From an optimization exercise on the open Yosys and OpenROAD flow, aimed at small area; shortcuts taken in it are not production practice.
The RTL was checked by simulation tests, not by an equivalence proof against the original design.
No driver is modelled on the clock port, so clock power and skew are understated where the tree is cut down; a real chip needs a root buffer or a tree.
Power is estimated from default activity; no workload was simulated.

## design/flow/design.v

```verilog
package uartBridge_pkg;
    typedef logic [22:0] memAddr_t;     
    typedef logic [15:0] memWord_t;     
    typedef struct packed {
        logic [7:0]  opcode;            
        logic        addrTop;           
        memAddr_t    addr;
        logic [15:0] pad;               
    } readFrame_s;
    typedef struct packed {
        logic [7:0]  opcode;            
        logic        addrTop;           
        memAddr_t    addr;
        memWord_t    data;              
    } writeFrame_s;
    typedef union packed {
        readFrame_s  rd;
        writeFrame_s wr;
    } cmdFrame_u;
endpackage
`timescale 1ns/1ps
module uartBridgeTop (
    input  logic sys_clk,
    input  logic arstN,
    input  logic uartRxLine,
    output logic uartTxLine,
    output logic cmdError
);
    localparam logic [7:0] CMD_CLEAR = 8'h2F;
    localparam logic [1:0] RX_IDLE  = 2'd0;
    localparam logic [1:0] RX_START = 2'd1;
    localparam logic [1:0] RX_DATA  = 2'd2;
    localparam logic [1:0] RX_STOP  = 2'd3;
    logic [1:0] syncReg;
    logic       rxSync;
    logic [1:0] rxState;
    logic [3:0] rxCnt;
    logic [2:0] rxBit;          
    logic       rxStrobe;       
    logic [7:0] rxByte;
    logic       rxRead;
    assign rxSync   = syncReg[1];
    assign rxRead   = (rxState == RX_DATA) && (rxCnt == 4'd0);
    assign rxStrobe = (rxState == RX_IDLE) && (rxCnt == 4'd0);
    always_ff @(posedge sys_clk or negedge arstN) begin
        if (!arstN) begin
            syncReg  <= 2'b11;
            rxState  <= RX_IDLE;
            rxCnt    <= 4'd9;
            rxBit    <= '0;
        end else begin
            syncReg  <= {syncReg[0], uartRxLine};
            rxCnt    <= (rxState == RX_IDLE) ? 4'd9 : rxCnt + 4'd1;
            if (rxRead)
                rxBit <= rxBit + 3'd1;
            case (rxState)
                RX_IDLE:  if (!rxSync) rxState <= RX_START;
                RX_START: if (rxCnt == 4'd0) rxState <= rxSync ? RX_IDLE : RX_DATA;
                RX_DATA:  if (rxRead && rxBit == 3'd7) rxState <= RX_STOP;
                default:  if (rxCnt == 4'd15) rxState <= RX_IDLE;
            endcase
        end
    end
    always_ff @(posedge sys_clk) begin
        if (rxRead)
            rxByte <= {rxSync, rxByte[7:1]};
    end
    logic [2:0]  byteCnt;
    logic        isW;           
    logic        isClear, isOpcode, lastByte;
    logic        rdDone;            
    logic        wrReady;           
    logic [6:0]  idx;               
    logic        wrHit;
    assign isClear  = (rxByte == CMD_CLEAR);
    assign isOpcode = (rxByte == 8'h52) || (rxByte == 8'h57);
    assign lastByte = (byteCnt == (isW ? 3'd5 : 3'd3));
    assign rdDone   = rxStrobe && !isClear && !isW && (byteCnt == 3'd3);
    always_ff @(posedge sys_clk or negedge arstN) begin
        if (!arstN) begin
            byteCnt  <= '0;
            cmdError <= 1'b0;
            isW      <= 1'b0;
        end else begin
            cmdError <= 1'b0;
            if (rxStrobe) begin
                if (isClear) begin
                    byteCnt <= '0;
                    isW     <= 1'b0;        
                end else if (byteCnt == 3'd0) begin
                    if (isOpcode) begin
                        byteCnt <= 3'd1;
                        isW     <= rxByte[0];
                    end else
                        cmdError <= 1'b1;
                end else if (lastByte) begin
                    byteCnt <= '0;
                end else begin
                    byteCnt <= byteCnt + 3'd1;
                end
            end
        end
    end
    always_ff @(posedge sys_clk) begin
        if (rxRead && rxBit == 3'd6 && byteCnt == 3'd3)
            idx <= {rxSync, rxByte[7:2]};
    end
    logic [15:0] ring [128];
    logic [6:0]  rot;
    logic        clr;           
    logic [15:0] txWord;
    always_ff @(posedge sys_clk or negedge arstN) begin
        if (!arstN) begin
            rot <= '0;
            clr <= 1'b1;
        end else begin
            rot <= rot - 7'd1;
            if (rot == 7'd1)
                clr <= 1'b0;
        end
    end
    logic e5, e6, e7;
    logic [1:0] tap4;
    assign e5   = (idx[4:0] == rot[4:0]);
    assign e6   = e5 && (idx[5] == rot[5]);
    assign e7   = e6 && (idx[6] == rot[6]);
    assign tap4 = idx[6:5] - rot[6:5];
    assign wrReady = isW && (byteCnt == 3'd0);
    assign wrHit   = wrReady && e7;
    always_ff @(posedge sys_clk) begin
        ring[0] <= ring[127];
        ring[1] <= clr ? 16'h0000 : (wrHit ? txWord : ring[0]);
        for (int p = 2; p < 128; p++)
            ring[p] <= ring[p-1];
    end
    always_ff @(posedge sys_clk) begin
        if (isW) begin
            if (rxStrobe && byteCnt == 3'd4)
                txWord[15:8] <= rxByte;
            if (rxStrobe && byteCnt == 3'd5)
                txWord[7:0] <= rxByte;
        end else begin
            if (e5)
                txWord[0] <= ring[{tap4, 5'd0}][0];
            if (e5 && !tap4[0])
                txWord[4:1] <= ring[{tap4[1], 6'd0}][4:1];
            if (e7)
                txWord[15:5] <= ring[0][15:5];
        end
    end
    localparam logic [1:0] TX_IDLE  = 2'd0;
    localparam logic [1:0] TX_START = 2'd1;
    localparam logic [1:0] TX_DATA  = 2'd2;
    localparam logic [1:0] TX_STOP  = 2'd3;
    logic [1:0] txState;
    logic [3:0] txCnt;
    logic [2:0] txBit;
    logic       byteSel;
    logic       bitEnd;
    logic       txOut;
    assign bitEnd = (txCnt == 4'd15);
    assign txOut  = txWord[{byteSel, txBit}];
    always_ff @(posedge sys_clk or negedge arstN) begin
        if (!arstN) begin
            txState    <= TX_IDLE;
            txCnt      <= 4'd14;
            txBit      <= '0;
            byteSel    <= 1'b0;
            uartTxLine <= 1'b1;
        end else begin
            txCnt <= (txState == TX_IDLE) ? 4'd14 : txCnt + 4'd1;
            case (txState)
                TX_IDLE: begin
                    if (rdDone) begin
                        txState    <= TX_START;
                        byteSel    <= 1'b0;
                    end
                end
                TX_START: begin
                    if (bitEnd && uartTxLine)
                        uartTxLine <= 1'b0;
                    else if (bitEnd) begin
                        txState    <= TX_DATA;
                        txBit      <= txBit + 3'd1;
                        uartTxLine <= txOut;
                    end
                end
                TX_DATA: begin
                    if (bitEnd) begin
                        if (txBit == 3'd0) begin
                            txState    <= TX_STOP;
                            uartTxLine <= 1'b1;
                        end else begin
                            txBit      <= txBit + 3'd1;
                            uartTxLine <= txOut;
                        end
                    end
                end
                default: begin
                    if (bitEnd) begin
                        if (byteSel)
                            txState <= TX_IDLE;
                        else begin
                            byteSel    <= 1'b1;
                            txState    <= TX_START;
                            uartTxLine <= 1'b0;
                        end
                    end
                end
            endcase
        end
    end
endmodule
```

## design/flow/flow/run.sh

```bash
#!/bin/bash
set -euo pipefail
CTS_SIZE=${CTS_SIZE:-28}
CTS_DIAM=${CTS_DIAM:-45}
CTS_BUF=${CTS_BUF:-sky130_fd_sc_hd__clkbuf_16}
if [[ -f flow/cts.env ]]; then source flow/cts.env; fi
cat >> config.mk <<EOC
export CTS_ARGS = -sink_clustering_enable -repair_clock_nets -sink_clustering_size $CTS_SIZE -sink_clustering_max_diameter $CTS_DIAM -buf_list $CTS_BUF ${CTS_EXTRA:-} -dont_use_dummy_load
EOC
if [[ -n "${LEAF_CAP:-}" ]]; then
cat >> config.mk <<EOC
export POST_CTS_TCL = $PWD/flow/merge_leaves.tcl
export LEAF_CAP = $LEAF_CAP
export LEAF_DIST = ${LEAF_DIST:-25}
EOC
fi
bash standard.sh > flow_make.log 2>&1
```

## design/flow/flow/cts.env

```
CTS_SIZE=20
CTS_DIAM=35
CTS_BUF=sky130_fd_sc_hd__clkbuf_8
CTS_EXTRA="-root_buf sky130_fd_sc_hd__clkbuf_16 -tree_buf sky130_fd_sc_hd__clkbuf_16 -sink_clustering_buffer sky130_fd_sc_hd__clkbuf_8"
LEAF_CAP=22
LEAF_DIST=35
```

## design/flow/flow/merge_leaves.tcl

```tcl
# Post-CTS hook: CTS's sink clustering leaves many leaf clock buffers far below their load
# limit. Move the sinks of the emptiest leaf buffers to nearby leaf buffers that have room,
# then remove the leaf buffers left without loads. Global routing's repair runs afterwards.
set mcap  [expr {[info exists ::env(LEAF_CAP)] ? $::env(LEAF_CAP) : 20}]
set mdist [expr {[info exists ::env(LEAF_DIST)] ? $::env(LEAF_DIST) : 25.0}]
set block [ord::get_db_block]
set dbu [$block getDefUnits]
set dmax [expr {int($mdist * $dbu)}]

proc center {inst} {
  set bb [$inst getBBox]
  return [list [expr {([$bb xMin] + [$bb xMax]) / 2}] [expr {([$bb yMin] + [$bb yMax]) / 2}]]
}

# leaf buffer -> list of sink iterms
array set sinks {}
array set loc {}
set leaves {}
foreach inst [$block getInsts] {
  if {![string match "clkbuf_leaf_*" [$inst getName]]} { continue }
  set net [[$inst findITerm X] getNet]
  set s {}
  foreach it [$net getITerms] {
    if {[$it isOutputSignal]} { continue }
    if {[$it getInst] == $inst} { continue }
    lappend s $it
  }
  set sinks($inst) $s
  set loc($inst) [center $inst]
  lappend leaves $inst
}
puts "merge_leaves: [llength $leaves] leaf buffers before, cap $mcap, distance $mdist um"

set done {}
set removed 0
while {1} {
  # emptiest leaf not yet tried
  set best ""
  set bestn 1000000
  foreach l $leaves {
    if {[lsearch -exact $done $l] >= 0} { continue }
    set n [llength $sinks($l)]
    if {$n < $bestn} { set bestn $n; set best $l }
  }
  if {$best eq "" || $bestn >= $mcap} { break }
  lappend done $best
  # plan: every sink to the nearest other leaf with room
  array unset used
  array set used {}
  set plan {}
  set ok 1
  foreach it $sinks($best) {
    lassign [center [$it getInst]] sx sy
    set tgt ""
    set td 0
    foreach m $leaves {
      if {$m == $best} { continue }
      set room [expr {$mcap - [llength $sinks($m)] - ([info exists used($m)] ? $used($m) : 0)}]
      if {$room <= 0} { continue }
      lassign $loc($m) mx my
      set d [expr {abs($mx - $sx) + abs($my - $sy)}]
      if {$d > $dmax} { continue }
      if {$tgt eq "" || $d < $td} { set tgt $m; set td $d }
    }
    if {$tgt eq ""} { set ok 0; break }
    if {[info exists used($tgt)]} { incr used($tgt) } else { set used($tgt) 1 }
    lappend plan $it $tgt
  }
  if {!$ok} { continue }
  foreach {it tgt} $plan {
    set tnet [[$tgt findITerm X] getNet]
    $it disconnect
    $it connect $tnet
    lappend sinks($tgt) $it
  }
  set onet [[$best findITerm X] getNet]
  [$best findITerm A] disconnect
  [$best findITerm X] disconnect
  odb::dbInst_destroy $best
  odb::dbNet_destroy $onet
  set i [lsearch -exact $leaves $best]
  set leaves [lreplace $leaves $i $i]
  incr removed
}
puts "merge_leaves: removed $removed, [llength $leaves] leaf buffers left"
```

## design/flow/standard.sh

```bash
#!/bin/bash
# synth_recipe.tcl (not shown) runs the flow's synth.tcl, then flattens the netlist and writes it again
# the make line also repeats each setting of config.mk as NAME=value (left out here)
make -C /OpenROAD-flow-scripts/flow DESIGN_CONFIG=/design/flow/config.mk WORK_HOME=/design/flow/orfs CLKGATE_MAP_FILE= SYNTH_SCRIPT=/design/flow/synth_recipe.tcl "${@:-finish}"
```

## design/flow/config.mk

```make
export PLATFORM = sky130hd
export DESIGN_NAME = uartBridgeTop
export DESIGN_NICKNAME = uartBridgeTop
export VERILOG_FILES = /design/flow/design.v
export SDC_FILE = /design/flow/constraint.sdc
export NUM_CORES = 4
export LEC_CHECK = 0
export CAP_MARGIN = 20
export CORE_MARGIN = 2
export CORE_UTILIZATION = 60
export PLACE_DENSITY = 0.75
export SLEW_MARGIN = 20
export CTS_ARGS = -sink_clustering_enable -repair_clock_nets -sink_clustering_size 20 -sink_clustering_max_diameter 35 -buf_list sky130_fd_sc_hd__clkbuf_8 -root_buf sky130_fd_sc_hd__clkbuf_16 -tree_buf sky130_fd_sc_hd__clkbuf_16 -sink_clustering_buffer sky130_fd_sc_hd__clkbuf_8 -dont_use_dummy_load
export POST_CTS_TCL = /design/flow/flow/merge_leaves.tcl
export LEAF_CAP = 22
export LEAF_DIST = 35
```

## design/flow/constraint.sdc

```tcl
create_clock -name core_clock -period 10.0 [get_ports {sys_clk}]
set_input_delay 2.0000 -clock core_clock [delete_from_list [all_inputs] [get_ports {sys_clk}]]
set_output_delay 2.0000 -clock core_clock [all_outputs]
set_load 0.01 [all_outputs]
```

==> results_dict.tcl, run 1 <==
set metrics [dict create \
    fin_tns_setup_ns 0 \
    synth_warnings 2 \
    crit_path_start_kind "flip-flop" \
    io_buffers 4 \
    fin_skew_ns 0.0930 \
    clock.fmax_mhz 261 \
    drcViolationCount 0 \
    vias 14797 \
    ir_worst_vdd_mv 0.203 \
    critPathCaptureType "output port" \
    rsz0062_at_grt "no" \
    power.internal_mw 9.75 \
    fp.coreArea_mm2 0.0741 \
    grt_pass1_wl_um 84600 \
    ys_types 56 \
    seq_area_frac_synth_pct 95.9 \
    fin_total_pwr_mw 12.0 \
    crit_family "buffers and inverters" \
    synth_edf_count 31 \
    r2r_start "rxCnt[1]" \
    p_sw_mw 2.26 \
    p_per_area_mw_per_mm2 251 \
    nNetsFinal 2523 \
    post-route-util_pct 64.5 \
    dieArea_mm2 0.0766 \
    async_flop_share_pct 1.66 \
    synth_area_mm2 0.0447 \
    chipWidth_um 277 \
    ios 5 \
    syn-num-nets 2404 \
    arrival_ns 1.84 \
    viasPerCell 4.27 \
    worstMarginPinSlew_ns 1.00 \
    finalWorstSetupSlack_ns 6.16 \
    dr.first_iter.drc_count 646 \
    fin_hold_ws_ns 0.272 \
    synth_flop_cell "dfxtp_1" \
    wirelength_um 50500 \
    ant_nets 0 \
    ys_ff_latch 2114 \
    clockPowerShare_pct 29.1 \
    antenna_found_initial 0 \
    rows 100 \
    drv_slew 0 \
    hold_path_end "ring[3][0]" \
    reg2reg_slack_ns 7.29 \
    critical_path_class "reg2out" \
    slew_headroom_pct 33.2 \
    comb_power_share_pct 0.4 \
    crit_buf_inv 1 \
    min-delay-start "ring[2][0]" \
    insertion_delay_ns 0.69 \
    die_h_um 277 \
    critical_path.max_fanout 4 \
    min_period_over_period_pct 38.4 \
    n_antenna_cell 0 \
    hp-class "reg2reg" \
    hold_viol_final 0 \
    dp_hpwl_um 26400 \
    avgRoutedWirePerCell_um 14.6 \
    path_clk_slew_ns 0.11 \
    post-place-ws_ns 6.88 \
    grt.met3_usage_pct 2.94 \
    grt_pass1_vias 15909 \
    rr_worst_depth 6 \
    area_growth_pct 6.96 \
    fill_cells 4765 \
    grt_max_degree 36 \
    synth.avg_cell_area_um2 18.8 \
    slowest_delay_ns 0.59 \
    hold_depth 0 \
    worstSetupStartpoint "uartTxLine" \
    overflow 0 \
    met2_usage_pct 21.2 \
    finalSetupViolations 0 \
    crit_path_cell_trace "clkdlybuf4s50_1" \
    r2r-end "txWord[10]" \
    drtPass1Iterations 4 \
    cts_sinks 2114 \
    gp_congestion 0.752 \
    maxCapViolCount 0 \
    power.leakage_nw 18.9 \
    status "complete, no violations" \
    cp_slowest_cell "clkdlybuf4s50_1" \
    syn_inst 2382 \
    drive_gt1_share_pct 6.20 \
    sequentialPowerShare_pct 70.5 \
    layout_min_cycle_time_ns 3.84 \
    grtUsageMet1_pct 19.6 \
    grt.busiest_layer "met2" \
    start_util_pct 60.3 \
    p_sw_share_pct 18.8 \
    cp.required_ns 8.00 \
    grtUsageTotal_pct 13.9 \
]
## state kept, by name, summed over array words and instances (netlist names), 2 cells and up
name	flops
byteCnt	3
txBit	3
rxBit	3
ring	2048
rot	7
txWord	16
rxCnt	4
txCnt	4
rxState	2
txState	2
idx	7
syncReg	2
rxByte	8
## cells in the mapped netlist, drive strengths merged, types with 3 or more instances
library cell	instances	area, um2
dfxtp	2048	41000
nand2	48	180
edfxtp	31	931
inv	31	116
dfrtp	26	651
mux2i	24	240
o21ai	23	115
ha	19	238
nor2	12	45.0
xnor2	12	113
clkbuf	10	37.5
dfstp	9	236
nand3	8	40.0
xor2	8	77.6
mux2	7	78.8
nand2b	6	37.5
nor3	6	41.3
a21oi	4	20.0
mux4	4	90.1
nor4b	3	26.3
or2	3	18.8
## worst max-delay path by stage
stage                       to  slack, ns  depth (start not counted)
global placement    uartTxLine       6.88                          1
global route        uartTxLine       6.09                          1
floorplan           uartTxLine       7.46                          0
finish              uartTxLine       6.16                          1
detailed placement  uartTxLine       6.88                          1
## power groups by stage
stage | Clock, mW | Combinational, mW | Sequential, mW
2_1_floorplan | 0 | 0.0421 | 8.65
3_3_place_gp | 0 | 0.0431 | 8.66
3_5_place_dp | 0 | 0.0483 | 8.67
5_1_grt | 3.89 | 0.0544 | 8.48
6_report | 3.49 | 0.0481 | 8.47
## area by class of cell
type | instances | area [um2] | area share (%)
clock buffers | 124 | 1900 | 3.97
inverters | 31 | 116 | 0.244
multi-input cells | 225 | 1680 | 3.52
flip-flops and latches | 2114 | 42800 | 89.6
well taps | 969 | 1210 | 2.54
repair buffers | 5 | 50.0 | 0.105
## cells by family (layout without fill, tap and decap cells)
kind of cell    count (synthesis)  after routing  synth area share (%)
flops                        2114           2114                  95.9
simple gates                  105            105                  1.22
compound gates                 46             46                 0.672
buf+inv                        43            160                 0.373
mux                            35             35                 0.916
xor+xnor                       20             20                 0.426
fa+ha+maj                      19             19                 0.532
## cells in the final DEF (no fill, tap or decap), types with 2 or more instances in the layout
cell,count
a21o_1,2
a21oi_1,4
a32o_1,2
and3b_1,2
clkbuf_16,17
clkbuf_8,107
clkdlybuf4s50_1,3
dfrtp_1,26
dfstp_2,9
dfxtp_1,2048
edfxtp_1,31
ha_1,19
inv_1,31
mux2_2,7
mux2i_1,24
mux4_2,4
nand2_1,48
nand2b_1,6
nand3_1,8
nor2_1,12
nor2b_1,2
nor3_1,5
nor3b_1,2
nor4_1,2
nor4b_1,3
o21ai_0,23
o41ai_1,2
or2_2,3
or3b_1,2
xnor2_1,11
xor2_1,7
## per-layer routing
layer | up-vias | share of wire, %
met5 | - | 0
met4 | 0 | 2.5
met3 | 102 | 3.2
met2 | 164 | 44
met1 | 6963 | 51
li1 | 7568 | -
## metrics by stage
stage	instances	instance area (um2)
after floorplan	2382	44700
after global routing	3468	47800
after detailed placement	3343	45900
final	3468	47800
after global placement	3343	45900
==> run 2: changes to the inputs <==
==> design/flow/flow/cts.env (replaced) <==
CTS_SIZE=22
CTS_DIAM=38
CTS_BUF=sky130_fd_sc_hd__clkbuf_8
CTS_EXTRA="-root_buf sky130_fd_sc_hd__clkbuf_16 -tree_buf sky130_fd_sc_hd__clkbuf_16 -sink_clustering_buffer sky130_fd_sc_hd__clkbuf_8"
LEAF_CAP=22
LEAF_DIST=35
==> design/flow/config.mk (replaced) <==
export PLATFORM = sky130hd
export DESIGN_NAME = uartBridgeTop
export DESIGN_NICKNAME = uartBridgeTop
export VERILOG_FILES = /design/flow/design.v
export SDC_FILE = /design/flow/constraint.sdc
export NUM_CORES = 4
export LEC_CHECK = 0
export CAP_MARGIN = 20
export CORE_MARGIN = 2
export CORE_UTILIZATION = 60
export PLACE_DENSITY = 0.75
export SLEW_MARGIN = 20
export CTS_ARGS = -sink_clustering_enable -repair_clock_nets -sink_clustering_size 22 -sink_clustering_max_diameter 38 -buf_list sky130_fd_sc_hd__clkbuf_8 -root_buf sky130_fd_sc_hd__clkbuf_16 -tree_buf sky130_fd_sc_hd__clkbuf_16 -sink_clustering_buffer sky130_fd_sc_hd__clkbuf_8 -dont_use_dummy_load
export POST_CTS_TCL = /design/flow/flow/merge_leaves.tcl
export LEAF_CAP = 22
export LEAF_DIST = 35
==> results_dict.tcl, run 2 <==
set metrics [dict create \
    status "complete, no violations" \
    top_regs "ring (2048), txWord (16), rxByte (8)" \
    fin_skew_ns 0.0662 \
    clockPowerShare_pct 29.0 \
    post-route-util_pct 64.5 \
    n_antenna_cell 0 \
    grt_pass1_wl_um 83800 \
    layout_common_cells "dfxtp_1 (2048), clkbuf_8 (106), nand2_1 (48)" \
    largest_register "ring" \
    antenna_found_initial 0 \
    yosysTopAreaCell "dfxtp_1" \
    crit_buf_inv 1 \
    power.leakage_nw 18.9 \
    min_period_over_period_pct 38.3 \
    p_per_area_mw_per_mm2 251 \
    p_sw_mw 2.27 \
    layout_commonest_cell "dfxtp_1" \
    comb_power_share_pct 0.4 \
    critPathCaptureType "output port" \
    drtPass1Iterations 4 \
    critical_path_class "reg2out" \
    dp_hpwl_um 26400 \
    seq_area_frac_synth_pct 95.9 \
    slew_headroom_pct 34.1 \
    largest_reg_flops 2048 \
    netlist_top_cells_count "dfxtp_1 (2048), nand2_1 (48), edfxtp_1 (31), inv_1 (31), dfrtp_1 (26)" \
    syn_inst 2382 \
    crit_path_cell_trace "clkdlybuf4s50_1" \
    viasPerCell 4.26 \
    dr.first_iter.drc_count 561 \
    synth_area_mm2 0.0447 \
    nNetsFinal 2522 \
    ant_nets 0 \
    insertion_delay_ns 0.69 \
    cp.required_ns 8.00 \
    ys_types 56 \
    synth_most_common_cell "dfxtp_1" \
    synth_flop_cell "dfxtp_1" \
    avgRoutedWirePerCell_um 14.4 \
    hold_viol_final 0 \
    cts_sinks 2114 \
    slowest_delay_ns 0.59 \
    clock.fmax_mhz 261 \
    rows 100 \
    die_h_um 277 \
    drcViolationCount 0 \
    gp_congestion 0.752 \
    start_util_pct 60.3 \
    crit_family "buffers and inverters" \
    io_buffers 4 \
    maxCapViolCount 0 \
    hp-class "reg2reg" \
    ys_ff_latch 2114 \
    dieArea_mm2 0.0766 \
    drive_gt1_share_pct 6.16 \
    rsz0062_at_grt "no" \
    cp_slowest_cell "clkdlybuf4s50_1" \
    drv_slew 0 \
    area_growth_pct 6.93 \
    synth_edf_count 31 \
    crit_path_start_kind "flip-flop" \
    grt_pass1_vias 15809 \
    grtUsageTotal_pct 13.8 \
    ios 5 \
    vias 14779 \
    arrival_ns 1.83 \
    worstMarginPinSlew_ns 0.989 \
    fp.coreArea_mm2 0.0741 \
    synth_top_area_share_pct 91.8 \
    syn-num-nets 2404 \
    finalSetupViolations 0 \
    async_flop_share_pct 1.66 \
    fin_tns_setup_ns 0 \
    wirelength_um 50000 \
    synth.avg_cell_area_um2 18.8 \
    synth_warnings 2 \
    chipWidth_um 277 \
    grt_max_degree 36 \
    synth_area_leaders "dfxtp_1 (92%), edfxtp_1 (2.1%), dfrtp_1 (1.5%)" \
    path_clk_slew_ns 0.12 \
    ir_worst_vdd_mv 0.196 \
    power.internal_mw 9.74 \
    critical_path.max_fanout 4 \
    p_sw_share_pct 18.9 \
    layout_min_cycle_time_ns 3.83 \
    sequentialPowerShare_pct 70.6 \
    overflow 0 \
]
-- run 2: cell families after synthesis --
family          synth area share (%)
xor+xnor                       0.426
buf+inv                        0.373
mux                            0.916
fa+ha+maj                      0.532
flops                           95.9
simple gates                    1.22
compound gates                 0.672
-- run 2: final timing paths --
kind                              from           to  slack (ns)  depth (start not counted)
max                         uartTxLine   uartTxLine        6.17                          1
min                        ring[91][0]  ring[92][0]        0.29                          0
max reg2reg                   rxCnt[0]   txWord[15]        7.29                          6
min reg2reg                ring[91][0]  ring[92][0]        0.29                          0
max in group asynchronous        arstN          isW        7.99                          1
min in group asynchronous        arstN       rot[4]        1.40                          1
-- run 2: stage by stage --
step | power (mW) | worst slack [ns] | hold slack [ns] | instances | cell area (um2)
3_5_place_dp | 8.71 | 6.88 | 0.312 | 3343 | 45900
5_1_grt | 12.4 | 6.08 | 0.284 | 3467 | 47800
3_3_place_gp | 8.71 | 6.88 | 0.310 | 3343 | 45900
2_1_floorplan | 8.70 | 7.46 | 0.310 | 2382 | 44700
6_report | 12.0 | 6.17 | 0.289 | 3467 | 47800
-- run 2: power by group through the flow --
stage	clock network, mW	logic (mW)	registers [mW]
finish	3.49	0.0480	8.47
global route	3.89	0.0544	8.48
detailed placement	0	0.0483	8.67
global placement	0	0.0431	8.66
floorplan	0	0.0421	8.65
-- run 2: area by class of cell --
type	instances	area [um2]
clock buffer	123	1880
fill	4757	26300
inverter	31	116
multi-input combinational	225	1680
sequential	2114	42800
tap	969	1210
timing repair buffer	5	50.0
-- run 2: routing by layer --
layer  track usage [%]  up-vias  wire length (um)
met3              3.30      118              1900
met4              5.62        0              1320
met1              19.7     6929             25500
li1                  -     7564                 -
met2              20.5      168             21300
met5                 0        -                 0
==> run 3: changes to the inputs <==
--- a/design/flow/design.v
+++ b/design/flow/design.v
@@ -128,8 +128,8 @@
     assign wrReady = isW && (byteCnt == 3'd0);
     assign wrHit   = wrReady && e7;
     always_ff @(posedge sys_clk) begin
-        ring[0] <= ring[127];
-        ring[1] <= clr ? 16'h0000 : (wrHit ? txWord : ring[0]);
+        ring[0] <= clr ? 16'h0000 : ring[127];
+        ring[1] <= wrHit ? txWord : ring[0];
         for (int p = 2; p < 128; p++)
             ring[p] <= ring[p-1];
     end
@@ -154,54 +154,47 @@
     localparam logic [1:0] TX_STOP  = 2'd3;
     logic [1:0] txState;
     logic [3:0] txCnt;
-    logic [2:0] txBit;
-    logic       byteSel;
+    logic [3:0] txPos;
     logic       bitEnd;
-    logic       txOut;
     assign bitEnd = (txCnt == 4'd15);
-    assign txOut  = txWord[{byteSel, txBit}];
     always_ff @(posedge sys_clk or negedge arstN) begin
         if (!arstN) begin
             txState    <= TX_IDLE;
             txCnt      <= 4'd14;
-            txBit      <= '0;
-            byteSel    <= 1'b0;
+            txPos      <= '0;
             uartTxLine <= 1'b1;
         end else begin
             txCnt <= (txState == TX_IDLE) ? 4'd14 : txCnt + 4'd1;
             case (txState)
                 TX_IDLE: begin
-                    if (rdDone) begin
-                        txState    <= TX_START;
-                        byteSel    <= 1'b0;
-                    end
+                    if (rdDone)
+                        txState <= TX_START;
                 end
                 TX_START: begin
                     if (bitEnd && uartTxLine)
                         uartTxLine <= 1'b0;
                     else if (bitEnd) begin
                         txState    <= TX_DATA;
-                        txBit      <= txBit + 3'd1;
-                        uartTxLine <= txOut;
+                        txPos      <= txPos + 4'd1;
+                        uartTxLine <= txWord[txPos];
                     end
                 end
                 TX_DATA: begin
                     if (bitEnd) begin
-                        if (txBit == 3'd0) begin
+                        if (txPos[2:0] == 3'd0) begin
                             txState    <= TX_STOP;
                             uartTxLine <= 1'b1;
                         end else begin
-                            txBit      <= txBit + 3'd1;
-                            uartTxLine <= txOut;
+                            txPos      <= txPos + 4'd1;
+                            uartTxLine <= txWord[txPos];
                         end
                     end
                 end
                 default: begin
                     if (bitEnd) begin
-                        if (byteSel)
+                        if (!txPos[3])
                             txState <= TX_IDLE;
                         else begin
-                            byteSel    <= 1'b1;
                             txState    <= TX_START;
                             uartTxLine <= 1'b0;
                         end
--- a/design/flow/flow/run.sh
+++ b/design/flow/flow/run.sh
@@ -12,6 +12,7 @@
 export POST_CTS_TCL = $PWD/flow/merge_leaves.tcl
 export LEAF_CAP = $LEAF_CAP
 export LEAF_DIST = ${LEAF_DIST:-25}
+export LEAF_HP = ${LEAF_HP:-80}
 EOC
 fi
 bash standard.sh > flow_make.log 2>&1
==> design/flow/flow/cts.env (replaced) <==
CTS_SIZE=20
CTS_DIAM=35
CTS_BUF=sky130_fd_sc_hd__clkbuf_8
CTS_EXTRA="-root_buf sky130_fd_sc_hd__clkbuf_16 -tree_buf sky130_fd_sc_hd__clkbuf_16 -sink_clustering_buffer sky130_fd_sc_hd__clkbuf_8"
LEAF_CAP=22
LEAF_DIST=40
LEAF_HP=65
--- a/design/flow/flow/merge_leaves.tcl
+++ b/design/flow/flow/merge_leaves.tcl
@@ -6,6 +6,8 @@
 set block [ord::get_db_block]
 set dbu [$block getDefUnits]
 set dmax [expr {int($mdist * $dbu)}]
+# Largest half-perimeter of a merged leaf net's pins; longer nets slow the clock edge
+set hpmax [expr {int(([info exists ::env(LEAF_HP)] ? $::env(LEAF_HP) : 80.0) * $dbu)}]
 
 proc center {inst} {
   set bb [$inst getBBox]
@@ -27,6 +29,13 @@
   }
   set sinks($inst) $s
   set loc($inst) [center $inst]
+  lassign $loc($inst) bx by
+  set box($inst) [list $bx $by $bx $by]
+  foreach it $s {
+    lassign [center [$it getInst]] sx sy
+    lassign $box($inst) x0 y0 x1 y1
+    set box($inst) [list [expr {min($x0,$sx)}] [expr {min($y0,$sy)}] [expr {max($x1,$sx)}] [expr {max($y1,$sy)}]]
+  }
   lappend leaves $inst
 }
 puts "merge_leaves: [llength $leaves] leaf buffers before, cap $mcap, distance $mdist um"
@@ -47,6 +56,8 @@
   # plan: every sink to the nearest other leaf with room
   array unset used
   array set used {}
+  array unset nbox
+  array set nbox [array get box]
   set plan {}
   set ok 1
   foreach it $sinks($best) {
@@ -60,13 +71,19 @@
       lassign $loc($m) mx my
       set d [expr {abs($mx - $sx) + abs($my - $sy)}]
       if {$d > $dmax} { continue }
+      lassign $nbox($m) x0 y0 x1 y1
+      set hp [expr {max($x1,$sx) - min($x0,$sx) + max($y1,$sy) - min($y0,$sy)}]
+      if {$hp > $hpmax} { continue }
       if {$tgt eq "" || $d < $td} { set tgt $m; set td $d }
     }
     if {$tgt eq ""} { set ok 0; break }
+    lassign $nbox($tgt) x0 y0 x1 y1
+    set nbox($tgt) [list [expr {min($x0,$sx)}] [expr {min($y0,$sy)}] [expr {max($x1,$sx)}] [expr {max($y1,$sy)}]]
     if {[info exists used($tgt)]} { incr used($tgt) } else { set used($tgt) 1 }
     lappend plan $it $tgt
   }
   if {!$ok} { continue }
+  array set box [array get nbox]
   foreach {it tgt} $plan {
     set tnet [[$tgt findITerm X] getNet]
     $it disconnect
==> design/flow/config.mk (replaced) <==
export PLATFORM = sky130hd
export DESIGN_NAME = uartBridgeTop
export DESIGN_NICKNAME = uartBridgeTop
export VERILOG_FILES = /design/flow/design.v
export SDC_FILE = /design/flow/constraint.sdc
export NUM_CORES = 4
export LEC_CHECK = 0
export CAP_MARGIN = 20
export CORE_MARGIN = 2
export CORE_UTILIZATION = 60
export PLACE_DENSITY = 0.75
export SLEW_MARGIN = 20
export CTS_ARGS = -sink_clustering_enable -repair_clock_nets -sink_clustering_size 20 -sink_clustering_max_diameter 35 -buf_list sky130_fd_sc_hd__clkbuf_8 -root_buf sky130_fd_sc_hd__clkbuf_16 -tree_buf sky130_fd_sc_hd__clkbuf_16 -sink_clustering_buffer sky130_fd_sc_hd__clkbuf_8 -dont_use_dummy_load
export POST_CTS_TCL = /design/flow/flow/merge_leaves.tcl
export LEAF_CAP = 22
export LEAF_DIST = 40
export LEAF_HP = 65
==> results_dict.tcl, run 3 <==
set metrics [dict create \
    chipWidth_um 277 \
    cp_slowest_cell "dfstp_2" \
    synth_area_mm2 0.0446 \
    finalSetupViolations 0 \
    crit_path_start_kind "flip-flop" \
    async_flop_share_pct 1.66 \
    largest_reg_flops 2048 \
    crit_family "flip-flops" \
    wirelength_um 50600 \
    antenna_found_initial 1 \
    worstMarginPinSlew_ns 0.936 \
    min_period_over_period_pct 37.8 \
    grt_pass1_vias 15584 \
    ys_ff_latch 2114 \
    grt_pass1_wl_um 83500 \
    critical_path.max_fanout 5 \
    synth.avg_cell_area_um2 18.9 \
    synth_flop_cell "dfxtp_1" \
    placed_area_mm2 0.0458 \
    slew_headroom_pct 37.6 \
    avgRoutedWirePerCell_um 14.7 \
    slowest_delay_ns 0.58 \
    maxCapViolCount 0 \
    syn_inst 2362 \
    fill_cells 4615 \
    start_util_pct 60.9 \
    fp.coreArea_mm2 0.0732 \
    rows 99 \
    ios 5 \
    seq_area_frac_synth_pct 96.0 \
    cts_sinks 2114 \
    r2r-end "txWord[15]" \
    die_h_um 277 \
    fin_total_pwr_mw 12.3 \
    layout_min_cycle_time_ns 3.78 \
    dr.first_iter.drc_count 622 \
    arrival_ns 1.78 \
    layout_common_cells "dfxtp_1 (2048), clkbuf_8 (109), o21ai_0 (32)" \
    hold_depth 0 \
    crit_path_cell_trace "clkdlybuf4s50_1" \
    path_clk_slew_ns 0.10 \
    synth_top_area_share_pct 91.9 \
    grtUsageTotal_pct 13.8 \
    top_regs "ring (2048), txWord (16), rxByte (8)" \
    reg2reg_slack_ns 7.57 \
    nNetsFinal 2510 \
    hp-class "reg2reg" \
    syn-num-nets 2384 \
    fin_skew_ns 0.0709 \
    vias 14794 \
    met1_length_um 25800 \
    netlist_top_cells_count "dfxtp_1 (2048), o21ai_0 (32), edfxtp_1 (31)" \
    dp_hpwl_um 26300 \
    crit_buf_inv 1 \
    crit_cells 1 \
    cp.required_ns 8.00 \
    placed_cells 3319 \
    io_buffers 4 \
    synth_warnings 2 \
    clock.fmax_mhz 265 \
    drcViolationCount 0 \
    p_per_area_mw_per_mm2 257 \
    largest_register "ring" \
    rr_worst_depth 5 \
    met3_length_um 1860 \
    status "complete, no violations" \
    n_antenna_cell 0 \
    hold_viol_final 0 \
    worstSetupStartpoint "uartTxLine" \
    ys_types 46 \
    insertion_delay_ns 0.70 \
    drtPass1Iterations 5 \
    fin_tns_setup_ns 0 \
    ir_worst_vdd_mv 0.183 \
    critPathCaptureType "output port" \
    crit_end "uartTxLine" \
    topRoutingLayerUsed "met4" \
    ant_nets 0 \
    overflow 0 \
    drv_slew 0 \
    viasPerCell 4.29 \
    layout_commonest_cell "dfxtp_1" \
    synth_area_leaders "dfxtp_1 (92%), edfxtp_1 (2.1%), dfrtp_1 (1.5%)" \
    critical_path_class "reg2out" \
    grt_max_degree 36 \
    r2r_start "rot[2]" \
    synth_most_common_cell "dfxtp_1" \
    area_growth_pct 7.04 \
    gp_congestion 0.769 \
    power.leakage_nw 19.0 \
    drive_gt1_share_pct 6.92 \
    stdcell_area_mm2 0.0477 \
    dr_wl_met2_um 21600 \
    rsz0062_at_grt "no" \
    synth_edf_count 31 \
    dieArea_mm2 0.0765 \
    yosysTopAreaCell "dfxtp_1" \
    fin_cells 3445 \
]
==> run 3: cell count changes in the layout (fill, tap and decap cells not counted), sizes merged, moves of 3 or more <==
| cell | before | now |
|---|---|---|
| clkbuf | 123 | 126 |
| nand2 | 48 | 29 |
| mux2 | 7 | 19 |
| nor2 | 12 | 15 |
| nand2b | 6 | 2 |
| o21ai | 23 | 32 |
| nor2b | 2 | 18 |
| mux2i | 24 | 7 |
| nor4b | 3 | 0 |
==> run 3: report_power, final <==
group | internal (mW) | switching (mW) | leakage (nW)
sequential | 8.48 | 0.0548 | 17.2
clock | 1.29 | 2.23 | 0.993
combinational | 0.0998 | 0.112 | 0.801
==> run 3: how the worst min path moves through the flow <==
stage                        from             to  slack (ns)
global route        ring[117][13]  ring[118][13]        0.28
finish              ring[117][13]  ring[118][13]        0.28
floorplan             ring[99][0]   ring[100][0]        0.31
detailed placement    ring[9][12]   ring[10][12]        0.31
global placement    ring[104][14]  ring[105][14]        0.31
==> run 3: cells by family (layout without fill, tap and decap cells) <==
group                      after synthesis  after routing  share of synthesized area, %
adders and majority gates               19             19                         0.533
xor gates and xnor gates                21             21                         0.429
muxes                                   31             31                         0.898
and+or+nand+nor                         92             92                          1.13
buffers and inverters                   37            161                         0.314
DFF                                   2114           2114                          96.0
AOI/OAI and AO/OA                       48             48                         0.679
==> run 3: through the flow <==
step           hold slack, ns  setup slack (ns)  utilization (%)
2_1_floorplan           0.310              7.45                -
3_3_place_gp            0.309              6.91             62.6
3_5_place_dp            0.312              6.90             62.6
5_1_grt                 0.283              6.16             65.2
6_report                0.283              6.22             65.2
==> run 3: final cells by class <==
cell class,instances,area (um2),share of cell area [%]
flip-flops and latches,2114,42800,89.7
repair buffers,5,42.5,0.0891
well taps,959,1200,2.51
multi-input cells,211,1630,3.42
inverters,30,113,0.236
clock buffers,126,1930,4.03
==> run 3: per-layer routing <==
metal,track usage (%),vias to the layer above
met5,0,-
met4,6.02,0
met3,3.21,110
met2,20.3,198
met1,19.8,6984
li1,-,7502
==> run 4: changes to the inputs <==
==> design/flow/flow/cts.env (replaced) <==
CTS_SIZE=20
CTS_DIAM=35
CTS_BUF=sky130_fd_sc_hd__clkbuf_8
CTS_EXTRA="-root_buf sky130_fd_sc_hd__clkbuf_16 -tree_buf sky130_fd_sc_hd__clkbuf_16 -sink_clustering_buffer sky130_fd_sc_hd__clkbuf_8"
LEAF_CAP=21
LEAF_DIST=40
LEAF_HP=75
--- a/design/flow/config.mk
+++ b/design/flow/config.mk
@@ -12,6 +12,6 @@
 export SLEW_MARGIN = 20
 export CTS_ARGS = -sink_clustering_enable -repair_clock_nets -sink_clustering_size 20 -sink_clustering_max_diameter 35 -buf_list sky130_fd_sc_hd__clkbuf_8 -root_buf sky130_fd_sc_hd__clkbuf_16 -tree_buf sky130_fd_sc_hd__clkbuf_16 -sink_clustering_buffer sky130_fd_sc_hd__clkbuf_8 -dont_use_dummy_load
 export POST_CTS_TCL = /design/flow/flow/merge_leaves.tcl
-export LEAF_CAP = 22
+export LEAF_CAP = 21
 export LEAF_DIST = 40
-export LEAF_HP = 65
+export LEAF_HP = 75
==> results_dict.tcl, run 4 <==
set metrics [dict create \
    start_util_pct 60.9 \
    seq_area_frac_synth_pct 96.0 \
    grt_pass1_wl_um 84300 \
    insertion_delay_ns 0.69 \
    rows 99 \
    area_growth_pct 7.05 \
    layout_min_cycle_time_ns 3.78 \
    yosysTopAreaCell "dfxtp_1" \
    grtUsageMet1_pct 19.9 \
    path_clk_slew_ns 0.11 \
    ant_nets 0 \
    drcViolationCount 0 \
    crit_buf_inv 1 \
    synth_edf_count 31 \
    netlist_top_cells_count "dfxtp_1 (2048), o21ai_0 (32), edfxtp_1 (31)" \
    antenna_found_initial 1 \
    dr.first_iter.drc_count 710 \
    syn_inst 2362 \
    crit_family "flip-flops" \
    rsz0062_at_grt "no" \
    hp-class "reg2reg" \
    ios 5 \
    layout_commonest_cell "dfxtp_1" \
    async_flop_share_pct 1.66 \
    grt.busiest_layer "met2" \
    synth_area_mm2 0.0446 \
    min_period_over_period_pct 37.8 \
    dieArea_mm2 0.0765 \
    cp.required_ns 8.00 \
    grt_max_degree 36 \
    io_buffers 4 \
    p_per_area_mw_per_mm2 257 \
    cp_slowest_cell "dfstp_2" \
    met2_usage_pct 20.6 \
    fp.coreArea_mm2 0.0732 \
    dp_hpwl_um 26300 \
    arrival_ns 1.78 \
    critical_path.max_fanout 5 \
    cts_sinks 2114 \
    worstMarginPinSlew_ns 0.915 \
    drv_slew 0 \
    status "complete, no violations" \
    slew_headroom_pct 39.0 \
    ys_types 46 \
    viasPerCell 4.29 \
    avgRoutedWirePerCell_um 14.8 \
    grt.met3_usage_pct 3.22 \
    chipWidth_um 277 \
    power.leakage_nw 19.0 \
    wirelength_um 51000 \
    fin_tns_setup_ns 0 \
    synth_area_leaders "dfxtp_1 (92%), edfxtp_1 (2.1%), dfrtp_1 (1.5%)" \
    largest_reg_flops 2048 \
    slowest_delay_ns 0.58 \
    grtUsageTotal_pct 14.0 \
    maxCapViolCount 0 \
    synth_warnings 2 \
    synth.avg_cell_area_um2 18.9 \
    layout_common_cells "dfxtp_1 (2048), clkbuf_8 (109), o21ai_0 (32)" \
    clock.fmax_mhz 264 \
    nNetsFinal 2510 \
    ir_worst_vdd_mv 0.182 \
    largest_register "ring" \
    grt_pass1_vias 15673 \
    gp_congestion 0.769 \
    drtPass1Iterations 4 \
    vias 14781 \
    ys_ff_latch 2114 \
    die_h_um 277 \
    fin_hold_ws_ns 0.286 \
    critPathCaptureType "output port" \
    post-route-util_pct 65.2 \
    drive_gt1_share_pct 6.92 \
    synth_flop_cell "dfxtp_1" \
    top_regs "ring (2048), txWord (16), rxByte (8)" \
    finalSetupViolations 0 \
    critical_path_class "reg2out" \
    hold_viol_final 0 \
    fin_skew_ns 0.0717 \
    overflow 0 \
    crit_path_start_kind "flip-flop" \
    syn-num-nets 2384 \
    synth_top_area_share_pct 91.9 \
    synth_most_common_cell "dfxtp_1" \
    crit_path_cell_trace "clkdlybuf4s50_1" \
]
[run 4: metrics by stage]
| step | instances | setup slack (ns) | cell area, um2 | power, mW |
|---|---|---|---|---|
| after floorplan | 2362 | 7.45 | 44600 | 8.88 |
| after global placement | 3319 | 6.91 | 45800 | 8.91 |
| after detailed placement | 3319 | 6.90 | 45800 | 8.94 |
| after global routing | 3445 | 6.15 | 47700 | 12.7 |
| final | 3446 | 6.22 | 47700 | 12.3 |
[run 4: cells by family (layout without fill, tap and decap cells)]
logic type / Yosys count / in the layout / synth area share, %
flip-flops: 2114 / 2114 / 96.0
AND/OR/NAND/NOR: 92 / 92 / 1.13
AO/OA/AOI/OAI: 48 / 48 / 0.679
buffers and inverters: 37 / 161 / 0.314
multiplexers: 31 / 31 / 0.898
XOR/XNOR: 21 / 21 / 0.429
adder cells (fa/ha/maj): 19 / 19 / 0.533
other: 0 / 1 / 0
[run 4: metal layers]
layer	wire [um]	share of wire (%)	up-vias
li1	-	-	7513
met1	25900	51	6943
met2	21700	43	209
met3	1880	3.7	116
met4	1480	2.9	0
met5	0	0	-
[run 4: final cells by class]
class,count,area [um2]
Sequential cell,2114,42800
Fill cell,4613,25500
Clock buffer,126,1930
Multi-Input combinational cell,211,1630
Tap cell,959,1200
Inverter,30,113
Timing Repair Buffer,5,42.5
Antenna cell,1,2.50
[run 4: worst paths after layout]
kind / start / slack (ns) / end / cells past startpoint
worst max-delay path: uartTxLine / 6.22 / uartTxLine / 1
worst max register to register: rot[2] / 7.61 / txWord[9] / 5
worst min-delay path: ring[123][9] / 0.29 / ring[124][9] / 0
max in group asynchronous: arstN / 7.92 / rot[5] / 1
min in group asynchronous: arstN / 1.42 / cmdError / 1
worst min register to register: ring[123][9] / 0.29 / ring[124][9] / 0
[run 4: power by group]
part | leakage [nW] | total, mW | internal [mW] | switching, mW
sequential | 17.2 | 8.54 | 8.48 | 0.0554
clock | 0.993 | 3.54 | 1.29 | 2.24
combinational | 0.801 | 0.212 | 0.0998 | 0.112
total | 19.0 | 12.3 | 9.88 | 2.41
[run 4: worst register-to-register path, delay by kind of cell (launching register included)]
family | cells | cell delay, ns
AND/OR/NAND/NOR | 3 | 0.66
XOR/XNOR | 1 | 0.16
flip-flops | 1 | 0.45
AO/OA/AOI/OAI | 1 | 0.71
==> run 5: changes to the inputs <==
==> design/flow/flow/cts.env (replaced) <==
CTS_SIZE=36
CTS_DIAM=55
CTS_BUF=sky130_fd_sc_hd__clkbuf_16
LEAF_CAP=36
LEAF_DIST=45
LEAF_HP=80
==> design/flow/config.mk (replaced) <==
export PLATFORM = sky130hd
export DESIGN_NAME = uartBridgeTop
export DESIGN_NICKNAME = uartBridgeTop
export VERILOG_FILES = /design/flow/design.v
export SDC_FILE = /design/flow/constraint.sdc
export NUM_CORES = 4
export LEC_CHECK = 0
export CAP_MARGIN = 20
export CORE_MARGIN = 2
export CORE_UTILIZATION = 60
export PLACE_DENSITY = 0.75
export SLEW_MARGIN = 20
export CTS_ARGS = -sink_clustering_enable -repair_clock_nets -sink_clustering_size 36 -sink_clustering_max_diameter 55 -buf_list sky130_fd_sc_hd__clkbuf_16  -dont_use_dummy_load
export POST_CTS_TCL = /design/flow/flow/merge_leaves.tcl
export LEAF_CAP = 36
export LEAF_DIST = 45
export LEAF_HP = 80
==> results_dict.tcl, run 5 <==
set metrics [dict create \
    status "complete, no violations" \
    crit_buf_inv 1 \
    ant_nets 0 \
    critical_path.max_fanout 5 \
    layout_common_cells "dfxtp_1 (2048), clkbuf_16 (81), o21ai_0 (32)" \
    ios 5 \
    layout_min_cycle_time_ns 3.71 \
    hold_viol_final 0 \
    synth_warnings 2 \
    drtPass1Iterations 5 \
    drv_slew 0 \
    dp_hpwl_um 26300 \
    min_period_over_period_pct 37.1 \
    r2r-end "txWord[9]" \
    top_regs "ring (2048), txWord (16), rxByte (8)" \
    path_clk_slew_ns 0.11 \
    synth_top_family_by_area "simple AND/OR/NAND/NOR gates" \
    finalSetupViolations 0 \
    antenna_found_initial 2 \
    crit_family "flip-flops" \
    ys_ff_latch 2114 \
    fp.coreArea_mm2 0.0732 \
    largest_register "ring" \
    power.leakage_nw 19.0 \
    rr_worst_depth 5 \
    worstSetupStartpoint "uartTxLine" \
    met1_length_um 26900 \
    synth_area_mm2 0.0446 \
    maxCapViolCount 0 \
    area_growth_pct 7.28 \
    synth_xor_area_share_pct 0.429 \
    drcViolationCount 0 \
    cp.required_ns 8.00 \
    synthAdderAreaFrac_pct 0.533 \
    fin_skew_ns 0.0926 \
    nNetsFinal 2465 \
    synth.avg_cell_area_um2 18.9 \
    grt_pass1_wl_um 87600 \
    vias 14622 \
    syn-num-nets 2384 \
    r2r_start "rot[2]" \
    worstMarginPinSlew_ns 0.935 \
    placed_area_mm2 0.0458 \
    die_h_um 277 \
    crit_cells 1 \
    synth_area_leaders "dfxtp_1 (92%), edfxtp_1 (2.1%), dfrtp_1 (1.5%)" \
    ys_types 46 \
    largest_reg_flops 2048 \
    cts_sinks 2114 \
    met3_length_um 1510 \
    slew_headroom_pct 37.6 \
    async_flop_share_pct 1.66 \
    overflow 0 \
    fin_tns_setup_ns 0 \
    p_per_area_mw_per_mm2 261 \
    grt_pass1_vias 15616 \
    crit_path_cell_trace "clkdlybuf4s50_1" \
    clock.fmax_mhz 270 \
    topRoutingLayerUsed "met4" \
    synth_top_area_share_pct 91.9 \
    critical_path_class "reg2out" \
    synth_edf_count 31 \
    netlist_top_cells_count "dfxtp_1 (2048), o21ai_0 (32), edfxtp_1 (31)" \
    synth_most_common_cell "dfxtp_1" \
    synthSimpleGateAreaFrac_pct 1.13 \
    io_buffers 4 \
    synth.mux.area_fraction_pct 0.898 \
    rsz0062_at_grt "no" \
    chipWidth_um 277 \
    crit_path_start_kind "flip-flop" \
    dr.first_iter.drc_count 719 \
    insertion_delay_ns 0.65 \
    grt_max_degree 37 \
    grtUsageTotal_pct 14.5 \
    rows 99 \
    avgRoutedWirePerCell_um 16.0 \
    reg2reg_slack_ns 7.58 \
    synth-compound-area-share_pct 0.679 \
    layout_commonest_cell "dfxtp_1" \
    arrival_ns 1.71 \
    syn_inst 2362 \
    hp-class "reg2reg" \
    start_util_pct 60.9 \
    viasPerCell 4.30 \
    ir_worst_vdd_mv 0.203 \
    dieArea_mm2 0.0765 \
    wirelength_um 54300 \
    dr_wl_met2_um 24500 \
    yosysTopAreaCell "dfxtp_1" \
    gp_congestion 0.769 \
    synth_flop_cell "dfxtp_1" \
    cp_slowest_cell "dfstp_2" \
    critPathCaptureType "output port" \
    fin_hold_ws_ns 0.279 \
    slowest_delay_ns 0.56 \
    crit_end "uartTxLine" \
    drive_gt1_share_pct 5.20 \
    seq_area_frac_synth_pct 96.0 \
    stdcell_area_mm2 0.0478 \
]
## run 5: cell families (layout without fill, tap and decap cells)
group | Yosys count | count (layout)
and+or+nand+nor | 92 | 92
adders and majority gates | 19 | 19
DFF | 2114 | 2114
xor gates and xnor gates | 21 | 21
other | 0 | 1
buffers and inverters | 37 | 116
AOI/OAI and AO/OA | 48 | 48
muxes | 31 | 31
## run 5: per-layer routing
| layer | global-route usage (%) | vias to the layer above |
|---|---|---|
| met2 | 23.0 | 161 |
| met1 | 20.7 | 6933 |
| met5 | 0 | - |
| li1 | - | 7437 |
| met4 | 4.74 | 0 |
| met3 | 2.37 | 91 |
## run 5: per-stage QoR
step / util, % / std cells / setup slack (ns) / total power [mW]
after floorplan: - / 2362 / 7.45 / 8.88
after global placement: 62.6 / 3319 / 6.91 / 8.91
after detailed placement: 62.6 / 3319 / 6.90 / 8.94
after global routing: 65.3 / 3400 / 6.22 / 12.8
final: 65.3 / 3401 / 6.29 / 12.5
## run 5: area by class of cell
| class | instances | area (um2) |
|---|---|---|
| diodes | 1 | 2.50 |
| clock buffers | 81 | 2030 |
| fillers | 4554 | 25400 |
| inverters | 30 | 113 |
| multi-input cells | 211 | 1630 |
| flip-flops and latches | 2114 | 42800 |
| well taps | 959 | 1200 |
| repair buffers | 5 | 42.5 |
## run 5: how the worst min path moves through the flow
stage | from | cells past startpoint | endpoint | slack, ns
after global routing | ring[47][9] | 0 | ring[48][9] | 0.28
after global placement | ring[104][14] | 0 | ring[105][14] | 0.31
after detailed placement | ring[9][12] | 0 | ring[10][12] | 0.31
final | ring[117][11] | 0 | ring[118][11] | 0.28
after floorplan | ring[99][0] | 0 | ring[100][0] | 0.31
## run 5: where the power goes
group          switching [mW]  total, mW  internal, mW
sequential             0.0551       8.54          8.48
clock                    2.26       3.72          1.47
combinational           0.113      0.213        0.0998
total                    2.42       12.5          10.0
==> run 6: changes to the inputs <==
==> design/flow/flow/cts.env (replaced) <==
CTS_SIZE=20
CTS_DIAM=35
CTS_BUF=sky130_fd_sc_hd__clkbuf_8
CTS_EXTRA="-root_buf sky130_fd_sc_hd__clkbuf_16 -tree_buf sky130_fd_sc_hd__clkbuf_8 -sink_clustering_buffer sky130_fd_sc_hd__clkbuf_8"
LEAF_CAP=21
LEAF_DIST=40
LEAF_HP=75
==> design/flow/config.mk (replaced) <==
export PLATFORM = sky130hd
export DESIGN_NAME = uartBridgeTop
export DESIGN_NICKNAME = uartBridgeTop
export VERILOG_FILES = /design/flow/design.v
export SDC_FILE = /design/flow/constraint.sdc
export NUM_CORES = 4
export LEC_CHECK = 0
export CAP_MARGIN = 20
export CORE_MARGIN = 2
export CORE_UTILIZATION = 60
export PLACE_DENSITY = 0.75
export SLEW_MARGIN = 20
export CTS_ARGS = -sink_clustering_enable -repair_clock_nets -sink_clustering_size 20 -sink_clustering_max_diameter 35 -buf_list sky130_fd_sc_hd__clkbuf_8 -root_buf sky130_fd_sc_hd__clkbuf_16 -tree_buf sky130_fd_sc_hd__clkbuf_8 -sink_clustering_buffer sky130_fd_sc_hd__clkbuf_8 -dont_use_dummy_load
export POST_CTS_TCL = /design/flow/flow/merge_leaves.tcl
export LEAF_CAP = 21
export LEAF_DIST = 40
export LEAF_HP = 75
==> results_dict.tcl, run 6 <==
set metrics [dict create \
    status "complete, no violations" \
    vias 14711 \
    ys_ff_latch 2114 \
    nNetsFinal 2512 \
    top_regs "ring (2048), txWord (16), rxByte (8)" \
    grt_max_degree 36 \
    clock.fmax_mhz 268 \
    grt_pass1_wl_um 81300 \
    rows 99 \
    drv_slew 0 \
    antenna_found_initial 1 \
    largest_reg_flops 2048 \
    p_sw_mw 2.36 \
    area_growth_pct 6.70 \
    critical_path_class "reg2out" \
    path_clk_slew_ns 0.11 \
    crit_buf_inv 1 \
    layout_min_cycle_time_ns 3.73 \
    fin_tns_setup_ns 0 \
    netlist_top_cells_count "dfxtp_1 (2048), o21ai_0 (32), edfxtp_1 (31)" \
    gp_congestion 0.769 \
    async_flop_share_pct 1.66 \
    drive_gt1_share_pct 6.99 \
    p_sw_share_pct 19.5 \
    clockPowerShare_pct 27.8 \
    cp.required_ns 8.00 \
    yosysTopAreaCell "dfxtp_1" \
    die_h_um 277 \
    drcViolationCount 0 \
    largest_register "ring" \
    cts_sinks 2114 \
    hp-class "reg2reg" \
    sequentialPowerShare_pct 70.5 \
    drtPass1Iterations 5 \
    crit_path_start_kind "flip-flop" \
    syn_inst 2362 \
    slew_headroom_pct 38.3 \
    p_per_area_mw_per_mm2 255 \
    power.leakage_nw 18.9 \
    grt_pass1_vias 15482 \
    insertion_delay_ns 0.68 \
    maxCapViolCount 0 \
    fp.coreArea_mm2 0.0732 \
    chipWidth_um 277 \
    synth.avg_cell_area_um2 18.9 \
    start_util_pct 60.9 \
    dp_hpwl_um 26300 \
    synth_area_leaders "dfxtp_1 (92%), edfxtp_1 (2.1%), dfrtp_1 (1.5%)" \
    crit_path_cell_trace "clkdlybuf4s50_1" \
    io_buffers 4 \
    synth_most_common_cell "dfxtp_1" \
    ant_nets 0 \
    n_antenna_cell 0 \
    synth_area_mm2 0.0446 \
    ir_worst_vdd_mv 0.221 \
    synth_warnings 2 \
    synth_edf_count 31 \
    comb_power_share_pct 1.8 \
    viasPerCell 4.27 \
    fin_skew_ns 0.0854 \
    rsz0062_at_grt "no" \
    worstMarginPinSlew_ns 0.926 \
    layout_commonest_cell "dfxtp_1" \
    crit_family "flip-flops" \
    dieArea_mm2 0.0765 \
    hold_viol_final 0 \
    fin_total_pwr_mw 12.1 \
    ios 5 \
    finalSetupViolations 0 \
    slowest_delay_ns 0.58 \
    syn-num-nets 2384 \
    synth_flop_cell "dfxtp_1" \
    arrival_ns 1.73 \
    overflow 0 \
    wirelength_um 49000 \
    fill_cells 4649 \
    avgRoutedWirePerCell_um 14.2 \
    power.internal_mw 9.75 \
    critPathCaptureType "output port" \
    layout_common_cells "dfxtp_1 (2048), clkbuf_8 (127), o21ai_0 (32)" \
    grtUsageTotal_pct 13.4 \
    cp_slowest_cell "dfstp_2" \
    seq_area_frac_synth_pct 96.0 \
    dr.first_iter.drc_count 659 \
    synth_top_area_share_pct 91.9 \
    min_period_over_period_pct 37.3 \
    critical_path.max_fanout 5 \
    ys_types 46 \
]
-- run 6: metrics by stage --
| step | hold WS [ns] | util [%] | setup WS, ns | instance area (um2) | instances |
|---|---|---|---|---|---|
| floorplan | 0.310 | - | 7.45 | 44600 | 2362 |
| global placement | 0.309 | 62.6 | 6.91 | 45800 | 3319 |
| detailed placement | 0.312 | 62.6 | 6.90 | 45800 | 3319 |
| global route | 0.255 | 65.0 | 6.19 | 47600 | 3447 |
| finish | 0.259 | 65.0 | 6.27 | 47600 | 3447 |
-- run 6: logic make-up (layout without fill, tap and decap cells) --
logic type | count (synthesis) | after routing | synth area share (%)
XOR/XNOR | 21 | 21 | 0.429
adder cells (fa/ha/maj) | 19 | 19 | 0.533
multiplexers | 31 | 31 | 0.898
AO/OA/AOI/OAI | 48 | 48 | 0.679
buffers and inverters | 37 | 163 | 0.314
flip-flops | 2114 | 2114 | 96.0
AND/OR/NAND/NOR | 92 | 92 | 1.13
-- run 6: layout make-up --
| cell class | count | area, um2 | share of cell area [%] |
|---|---|---|---|
| inverter | 30 | 113 | 0.237 |
| clock buffer | 128 | 1770 | 3.73 |
| timing repair buffer | 5 | 42.5 | 0.0894 |
| tap | 959 | 1200 | 2.52 |
| sequential | 2114 | 42800 | 90.0 |
| multi-input combinational | 211 | 1630 | 3.43 |
-- run 6: power groups by stage --
stage	Combinational [mW]	Sequential, mW	Clock (mW)
3_5_place_dp	0.209	8.73	0
5_1_grt	0.235	8.55	3.77
6_report	0.212	8.54	3.36
2_1_floorplan	0.167	8.71	0
3_3_place_gp	0.191	8.72	0
-- run 6: layer usage --
layer	share of wire, %	vias to the layer above	global-route usage [%]
li1	-	7516	-
met1	52	6882	19.5
met2	41	214	19.2
met3	3.7	99	3.31
met4	2.7	0	5.77
met5	0	-	0
-- run 6: worst paths after layout --
check	end	slack [ns]	startpoint	depth (start not counted)
min reg2reg	ring[124][9]	0.26	ring[123][9]	0
max	uartTxLine	6.27	uartTxLine	1
min in group asynchronous	rxCnt[2]	1.46	arstN	1
min	ring[124][9]	0.26	ring[123][9]	0
max in group asynchronous	txState[0]	7.86	arstN	1
max reg2reg	txState[1]	7.57	rxCnt[1]	7
==> run 7: changes to the inputs <==
==> design/flow/flow/cts.env (replaced) <==
CTS_SIZE=20
CTS_DIAM=35
CTS_BUF=sky130_fd_sc_hd__clkbuf_8
CTS_EXTRA="-root_buf sky130_fd_sc_hd__clkbuf_16 -tree_buf sky130_fd_sc_hd__clkbuf_8 -sink_clustering_buffer sky130_fd_sc_hd__clkbuf_8"
LEAF_CAP=23
LEAF_DIST=40
LEAF_HP=70
--- a/design/flow/config.mk
+++ b/design/flow/config.mk
@@ -12,6 +12,6 @@
 export SLEW_MARGIN = 20
 export CTS_ARGS = -sink_clustering_enable -repair_clock_nets -sink_clustering_size 20 -sink_clustering_max_diameter 35 -buf_list sky130_fd_sc_hd__clkbuf_8 -root_buf sky130_fd_sc_hd__clkbuf_16 -tree_buf sky130_fd_sc_hd__clkbuf_8 -sink_clustering_buffer sky130_fd_sc_hd__clkbuf_8 -dont_use_dummy_load
 export POST_CTS_TCL = /design/flow/flow/merge_leaves.tcl
-export LEAF_CAP = 21
+export LEAF_CAP = 23
 export LEAF_DIST = 40
-export LEAF_HP = 75
+export LEAF_HP = 70
==> results_dict.tcl, run 7 <==
set metrics [dict create \
    seq_area_frac_synth_pct 96.0 \
    viasPerCell 4.26 \
    start_util_pct 60.9 \
    largest_reg_flops 2048 \
    synth_area_leaders "dfxtp_1 (92%), edfxtp_1 (2.1%), dfrtp_1 (1.5%)" \
    synth_flop_cell "dfxtp_1" \
    netlist_top_cells_count "dfxtp_1 (2048), o21ai_0 (32), edfxtp_1 (31)" \
    critical_path.max_fanout 5 \
    post-route-util_pct 64.9 \
    wirelength_um 48800 \
    insertion_delay_ns 0.66 \
    worstMarginPinSlew_ns 0.933 \
    critPathCaptureType "output port" \
    vias 14668 \
    layout_min_cycle_time_ns 3.73 \
    ios 5 \
    placed_area_mm2 0.0458 \
    ir_worst_vdd_mv 0.219 \
    syn_inst 2362 \
    ys_types 46 \
    clock.fmax_mhz 268 \
    drtPass1Iterations 5 \
    multi_input_area_mm2 0.00163 \
    syn-num-nets 2384 \
    hp-class "reg2reg" \
    dp_hpwl_um 26300 \
    p_per_area_mw_per_mm2 254 \
    synth_top_area_share_pct 91.9 \
    critical_path_class "reg2out" \
    slowest_delay_ns 0.58 \
    slew_headroom_pct 37.8 \
    power.leakage_nw 18.9 \
    grt_max_degree 36 \
    crit_buf_inv 1 \
    clockPowerShare_pct 27.4 \
    gp_congestion 0.769 \
    nNetsFinal 2506 \
    arrival_ns 1.73 \
    p_sw_share_pct 19.5 \
    dr.first_iter.drc_count 651 \
    grt_pass1_vias 15318 \
    hold_viol_final 0 \
    power.internal_mw 9.70 \
    overflow 0 \
    drcViolationCount 0 \
    crit_path_start_kind "flip-flop" \
    synth_warnings 2 \
    grt_pass1_wl_um 80700 \
    crit_path_cell_trace "clkdlybuf4s50_1" \
    fin_tns_setup_ns 0 \
    ant_nets 0 \
    dieArea_mm2 0.0765 \
    synth_area_mm2 0.0446 \
    die_h_um 277 \
    cp.required_ns 8.00 \
    drv_slew 0 \
    synth_edf_count 31 \
    fill_cells 4666 \
    async_flop_share_pct 1.66 \
    fin_skew_ns 0.0833 \
    path_clk_slew_ns 0.11 \
    cts_sinks 2114 \
    n_antenna_cell 0 \
    status "complete, no violations" \
    rows 99 \
    synth.avg_cell_area_um2 18.9 \
    antenna_found_initial 1 \
    cp_slowest_cell "dfstp_2" \
    seqCellArea_mm2 0.0428 \
    grtUsageTotal_pct 13.3 \
    drive_gt1_share_pct 6.77 \
    fp.coreArea_mm2 0.0732 \
    io_buffers 4 \
    crit_family "flip-flops" \
    maxCapViolCount 0 \
    synth_most_common_cell "dfxtp_1" \
    layout_common_cells "dfxtp_1 (2048), clkbuf_8 (121), o21ai_0 (32)" \
    area_growth_pct 6.52 \
    yosysTopAreaCell "dfxtp_1" \
    sequentialPowerShare_pct 70.8 \
    comb_power_share_pct 1.8 \
    chipWidth_um 277 \
    stdcell_area_mm2 0.0475 \
    largest_register "ring" \
    rsz0062_at_grt "no" \
    avgRoutedWirePerCell_um 14.2 \
    layout_commonest_cell "dfxtp_1" \
    finalSetupViolations 0 \
    p_sw_mw 2.35 \
    top_regs "ring (2048), txWord (16), rxByte (8)" \
    ys_ff_latch 2114 \
    min_period_over_period_pct 37.3 \
]
## run 7: cell counts after synthesis
Identical to the previous run, type by type.
## run 7: area by class of cell
| type | count | area share (%) |
|---|---|---|
| sequential | 2114 | 90.1 |
| clock buffer | 122 | 3.56 |
| multi-input combinational | 211 | 3.44 |
| tap | 959 | 2.53 |
| inverter | 30 | 0.237 |
| timing repair buffer | 5 | 0.0896 |
## run 7: metrics by stage
step | worst slack (ns) | hold slack (ns) | total power [mW] | instances
2_1_floorplan | 7.45 | 0.310 | 8.88 | 2362
6_report | 6.27 | 0.253 | 12.1 | 3441
3_3_place_gp | 6.91 | 0.309 | 8.91 | 3319
5_1_grt | 6.20 | 0.253 | 12.5 | 3441
3_5_place_dp | 6.90 | 0.312 | 8.94 | 3319
## run 7: power by group through the flow
stage / registers (mW) / clock network [mW] / logic (mW)
2_1_floorplan: 8.71 / 0 / 0.167
3_3_place_gp: 8.72 / 0 / 0.191
3_5_place_dp: 8.73 / 0 / 0.209
5_1_grt: 8.55 / 3.69 / 0.235
6_report: 8.54 / 3.30 / 0.212
## run 7: logic make-up (layout without fill, tap and decap cells)
kind of cell	after synthesis	after routing	synth area share, %
buffers and inverters	37	157	0.314
adder cells (fa/ha/maj)	19	19	0.533
AO/OA/AOI/OAI	48	48	0.679
XOR/XNOR	21	21	0.429
AND/OR/NAND/NOR	92	92	1.13
multiplexers	31	31	0.898
flip-flops	2114	2114	96.0
## run 7: final timing paths
path / slack, ns / from / endpoint / cells after the start
max reg2reg: 7.58 / rxCnt[1] / txState[1] / 7
max: 6.27 / uartTxLine / uartTxLine / 1
min reg2reg: 0.25 / ring[123][9] / ring[124][9] / 0
max in group asynchronous: 7.86 / arstN / txState[0] / 1
min in group asynchronous: 1.45 / arstN / cmdError / 1
min: 0.25 / ring[123][9] / ring[124][9] / 0
## run 7: routing by layer
metal,up-vias,global-route usage (%),share of wire (%)
li1,7499,-,-
met1,6873,19.3,52
met2,193,19.1,41
met3,103,3.31,3.7
met4,0,5.81,2.8
met5,-,0,0

==> port drivers added, routing unchanged <==
The results above use ideal ports. As a check the final layouts listed here were re-extracted and re-timed, cells and wires unchanged. Step 1: set_driving_cell puts a clkbuf_16 on sys_clk and a buf_2 on each other input, an assumption about the parent block. Step 2 also shifts input and output timing later by t, the mid clock arrival at the registers, as if the neighbouring blocks saw the same clock. Slacks: ideal / step 1 / step 2; pairs: ideal / step 1.
run | t (ns) | slack for setup (ns) | clock arrival spread, ns
run 1 | 0.721 | 6.164 / 6.095 / 6.816 | 0.118 / 0.118
run 2 | 0.728 | 6.167 / 6.107 / 6.835 | 0.094 / 0.094
run 3 | 0.726 | 6.225 / 6.162 / 6.887 | 0.094 / 0.093
run 4 | 0.727 | 6.215 / 6.152 / 6.879 | 0.091 / 0.092
run 5 | 0.677 | 6.291 / 6.231 / 6.908 | 0.124 / 0.124
run 6 | 0.691 | 6.266 / 6.207 / 6.898 | 0.103 / 0.102
run 7 | 0.692 | 6.275 / 6.216 / 6.908 | 0.111 / 0.111
After both steps setup and hold are still met in every run listed.
